This is an optimization exercise on Yosys and OpenROAD, whose aim is a short achievable clock period and few clock cycles per item, not a production implementation. At most, simulation tests tie the RTL to the original design; equivalence was not proved. The flow treats the clock pin as an ideal source, which a real chip does not have. Power and IR drop assume default switching activity.

## rmw_counter_pipe
module rmw_counter_pipe #(
    parameter int unsigned AW = 8,
    parameter int unsigned DW = 16,
    parameter int unsigned IW = 8
) (
    input  logic          clk,
    input  logic          rst_n,
    input  logic          cmd_valid,
    output logic          cmd_ready,
    input  logic [1:0]    cmd_op,
    input  logic [AW-1:0] cmd_addr,
    input  logic [IW-1:0] cmd_inc,
    output logic          rsp_valid,
    output logic [1:0]    rsp_op,
    output logic [AW-1:0] rsp_addr,
    output logic [DW-1:0] rsp_data,
    output logic          rsp_sat
);
    localparam logic [1:0] OpInc   = 2'b00;
    localparam logic [1:0] OpClear = 2'b10;
    function automatic logic [8:0] add8(input logic [7:0] x, input logic [7:0] a);
        logic [7:0] g, p, gk, pk, gn, pn;
        g  = x & a;
        p  = x ^ a;
        gk = g;
        pk = p;
        for (int d = 1; d < 8; d = d * 2) begin
            gn = gk;
            pn = pk;
            for (int i = d; i < 8; i++) begin
                gn[i] = gk[i] | (pk[i] & gk[i-d]);
                pn[i] = pk[i] & pk[i-d];
            end
            gk = gn;
            pk = pn;
        end
        add8 = {gk[7], p ^ {gk[6:0], 1'b0}};
    endfunction
    function automatic logic [8:0] inc8(input logic [7:0] x, input logic c);
        logic [8:0] t, tk, tn;
  ...
export LEC_CHECK = 0
export ABC_CLOCK_PERIOD_IN_PS = 1500
export CAP_MARGIN = 20
export CORE_MARGIN = 2
export CORE_UTILIZATION = 45
export CTS_CLUSTER_DIAMETER = 150
export CTS_CLUSTER_SIZE = 30
export SETUP_SLACK_MARGIN = 2.5
export SLEW_MARGIN = 20
export SYNTH_MEMORY_MAX_BITS = 8192
create_clock -name core_clock -period 4.4 [get_ports {clk}]
standard.sh (not shown) runs the stock make flow with config.mk's settings and CLKGATE_MAP_FILE= SYNTH_SCRIPT=/design/flow/synth_recipe.tcl, a recipe that flattens the netlist after the stock synthesis.
==> flow/flow/run.sh <==
#!/bin/bash
# Standard ORFS layout with one change to clock tree synthesis (flow/pre_cts.tcl): right after
# the tree is built, its root buffer is removed so the clock port drives the four first-level
# buffers directly; timing repair then runs on that tree as usual.
set -euo pipefail
W=$(cd "$(dirname "$0")/.." && pwd)
cd "$W"
export PRE_CTS_TCL="$W/flow/pre_cts.tcl"
bash standard.sh finish > "$W/standard.log" 2>&1
==> flow/flow/pre_cts.tcl <==
# Run after ORFS's own clock_tree_synthesis call: remove the tree's root buffer before the
# timing repair that follows it in cts.tcl.
source [file join [file dirname [info script]] root_fix.tcl]
rename clock_tree_synthesis my_orig_clock_tree_synthesis
proc clock_tree_synthesis { args } {
  uplevel 1 [list my_orig_clock_tree_synthesis {*}$args]
  my_remove_clock_root clk
  estimate_parasitics -placement
  report_clock_latency
}
==> flow/flow/root_fix.tcl <==
proc my_remove_clock_root { port } {
  set block [ord::get_db_block]
  set clk_net [[$block findBTerm $port] getNet]
  set root_iterms [$clk_net getITerms]
  if { [llength $root_iterms] != 1 } { return }
  set root [[lindex $root_iterms 0] getInst]
  set out_net ""
  foreach it [$root getITerms] {
    if { [$it isOutputSignal] } { set out_net [$it getNet] }
  }
  set loads {}
  foreach it [$out_net getITerms] {
    if { [$it getInst] != $root } { lappend loads $it }
  }
  puts "root buffer [$root getName] drives [llength $loads] pins"
  if { [llength $loads] > 4 } { return }
  set clk_name [$clk_net getName]
  set out_name [$out_net getName]
  foreach it $loads {
    set pin "[[$it getInst] getName]/[[$it getMTerm] getName]"
    disconnect_pin $out_name $pin
    connect_pin $clk_name $pin
  }
  delete_instance [$root getName]
  delete_net $out_name
  puts "removed root clock buffer; clock port now drives [llength $loads] buffers"
}
Rerun with:
--- a/flow/design.v
+++ b/flow/design.v
@@ -97,24 +97,25 @@
     for (genvar i = 0; i < 256; i++) begin : g_mem
         always_ff @(posedge clk) begin
             if (wb_gen_q[i/16] && wb_ren_q[i%16]) mem_q[i] <= wb_d_q;
         end
     end
     logic [1:0]  op1_q, op2_q, op3_q, op4_q;
     logic [7:0]  a1_q, a2_q, a3_q, a4_q;
     logic [7:0]  addend1_q, addend2_q;
     logic        clr1_q, clr2_q, clr3_q;
     logic        anz1_q, anz2_q, anz3_q;
     logic        h1_1_q, h1_2_q, h1_3_q;
     logic        h2_1_q, h2_2_q, h2_3_q;
+    logic        sl2_q, sp2_q;        
     logic        sel_2_q, sel_3_q, sel_4_q, sel_5_q;
     logic [15:0] sel_g_q;
     logic [15:0] grp_d [16];
     logic [15:0] grp_q [16];
     logic        h2, h3, h4, h5;
     assign h2 = v2_q && (a2_q == a0_q);
     assign h3 = v3_q && (a3_q == a0_q);
     assign h4 = v4_q && (a4_q == a0_q);
     assign h5 = v5_q && (wb_a_q == a0_q);
     always_ff @(posedge clk) begin
         op1_q     <= op0_q;
         a1_q      <= a0_q;
@@ -148,40 +149,44 @@
         pre_d = ({16{sel_2_q}} & {8'd0, lo_q}) | ({16{sel_3_q}} & data_q)
               | ({16{sel_4_q}} & wb_d_q) | ({16{sel_5_q}} & wb_d2_q);
         for (int g = 0; g < 16; g++) pre_d = pre_d | ({16{sel_g_q[g]}} & grp_q[g]);
     end
     always_ff @(posedge clk) begin
         op2_q     <= op1_q;
         a2_q      <= a1_q;
         addend2_q <= addend1_q;
         anz2_q    <= anz1_q;
         clr2_q    <= clr1_q;
         h1_2_q    <= h1_1_q;
         h2_2_q    <= h2_1_q;
+        sl2_q     <= h1_1_q && !clr1_q;
+        sp2_q     <= !h1_1_q && !clr1_q;
         pre_q     <= pre_d;
     end
-    logic [8:0] lo_sum;
+    logic [8:0] sum_l, sum_p;
     logic       c8_q;
     logic [7:0] prehi_q;
-    assign lo_sum = add8(h1_2_q ? lo_q : pre_q[7:0], addend2_q);
+    logic [7:0] lo_d1_q;          
+    assign sum_l = add8(lo_q, addend2_q);
+    assign sum_p = add8(pre_q[7:0], addend2_q);
     always_ff @(posedge clk) begin
         op3_q   <= op2_q;
         a3_q    <= a2_q;
         anz3_q  <= anz2_q;
         clr3_q  <= clr2_q;
         h1_3_q  <= h1_2_q;
         h2_3_q  <= h2_2_q;
         prehi_q <= pre_q[15:8];
-        lo_q    <= clr2_q ? 8'd0 : lo_sum[7:0];
-        c8_q    <= !clr2_q && lo_sum[8];
+        lo_q    <= ({8{sl2_q}} & sum_l[7:0]) | ({8{sp2_q}} & sum_p[7:0]);
+        c8_q    <= (sl2_q & sum_l[8]) | (sp2_q & sum_p[8]);
     end
     logic [7:0] hi_q, hi2_q;
     logic       sat_q, sat2_q, rsat_q;
     logic [7:0] hi_b;
     logic       sat_b;
     logic [8:0] hi_sum;
     logic       sat_n;
     logic [7:0] hi_n;
     always_comb begin
         if (h1_3_q) begin
             hi_b  = hi_q;
             sat_b = sat_q;
@@ -194,35 +199,36 @@
         end
         hi_sum = inc8(hi_b, c8_q);
         hi_n   = clr3_q ? 8'd0 : hi_sum[7:0];
         sat_n  = !clr3_q && (sat_b || hi_sum[8]);
     end
     always_ff @(posedge clk) begin
         op4_q  <= op3_q;
         a4_q   <= a3_q;
         hi_q   <= hi_n;
         sat_q  <= sat_n;
         hi2_q  <= hi_q;
         sat2_q <= sat_q;
+        lo_d1_q <= lo_q;
         data_q <= sat_n ? 16'hFFFF : {hi_n, lo_q};
         rsat_q <= sat_b ? anz3_q : hi_sum[8];
     end
     logic       wb_we;
     logic [7:0] wb_a;
     assign wb_we = !run_q || (v4_q && (op4_q == OpInc || op4_q == OpClear));
     assign wb_a  = run_q ? a4_q : ic_q;
     always_ff @(posedge clk or negedge rst_n) begin
         if (!rst_n) wb_gen_q <= '0;
         else for (int g = 0; g < 16; g++) wb_gen_q[g] <= wb_we && (wb_a[7:4] == 4'(g));
     end
     always_ff @(posedge clk) begin
         for (int r = 0; r < 16; r++) wb_ren_q[r] <= (wb_a[3:0] == 4'(r));
         wb_a_q  <= wb_a;
-        wb_d_q  <= run_q ? data_q : 16'd0;
+        wb_d_q  <= !run_q ? 16'd0 : (sat_q ? 16'hFFFF : {hi_q, lo_d1_q});
         wb_d2_q <= wb_d_q;
     end
     assign rsp_valid = v4_q;
     assign rsp_op    = op4_q;
     assign rsp_addr  = a4_q;
     assign rsp_data  = data_q;
     assign rsp_sat   = rsat_q;
 endmodule
What happened: The new run finished with timing, DRC and antenna clean; wire length shrinks by a few percent; maximum frequency shrinks slightly; hold slack gets worse by 0.015 ns; total power stays flat; flip-flop and latch count grows by 10; final area is about the same; clock-buffer cell count grows by 4; cell count barely changes; global-route usage shrinks by 0.88 points; first-iteration DRC count shrinks by a few percent; clock power barely changes; area after synthesis stays flat; worst setup slack gets worse by 0.0072 ns.
Testbench counts after the change, summed over its fixed seeds: cycles 24,032, items 24,000.
Only the layout flow was run in the first run of this note; the RTL was not checked for function there.

## afterwards: timing with drivers on the ports
The results above use ideal ports. As a check the final layouts listed here were re-extracted and re-timed, cells and wires unchanged. Step 1 assumes that a clkbuf_16 drives the clock port and a buf_2 every other input. Step 2 also shifts input and output timing later by t, the mid clock arrival at the registers, as if the neighbouring blocks saw the same clock. Slacks: no drivers / after step 1 / after step 2; pairs: no drivers / after step 1.
run	t, ns	setup slack, ns	hold WS [ns]	worst slew at a driven data input, ns	pins driven straight from the clock port
the first run	0.897	2.166 / 1.958 / 1.563	0.172 / -0.022 / 0.333	0.29	4
the second run	0.905	2.158 / 1.931 / 1.667	0.157 / -0.050 / 0.336	0.26	4
After both steps every run listed still meets setup and hold. The setup slack of the first run, which loses most, moves by -0.208 ns with the drivers and by -0.603 ns with both steps.
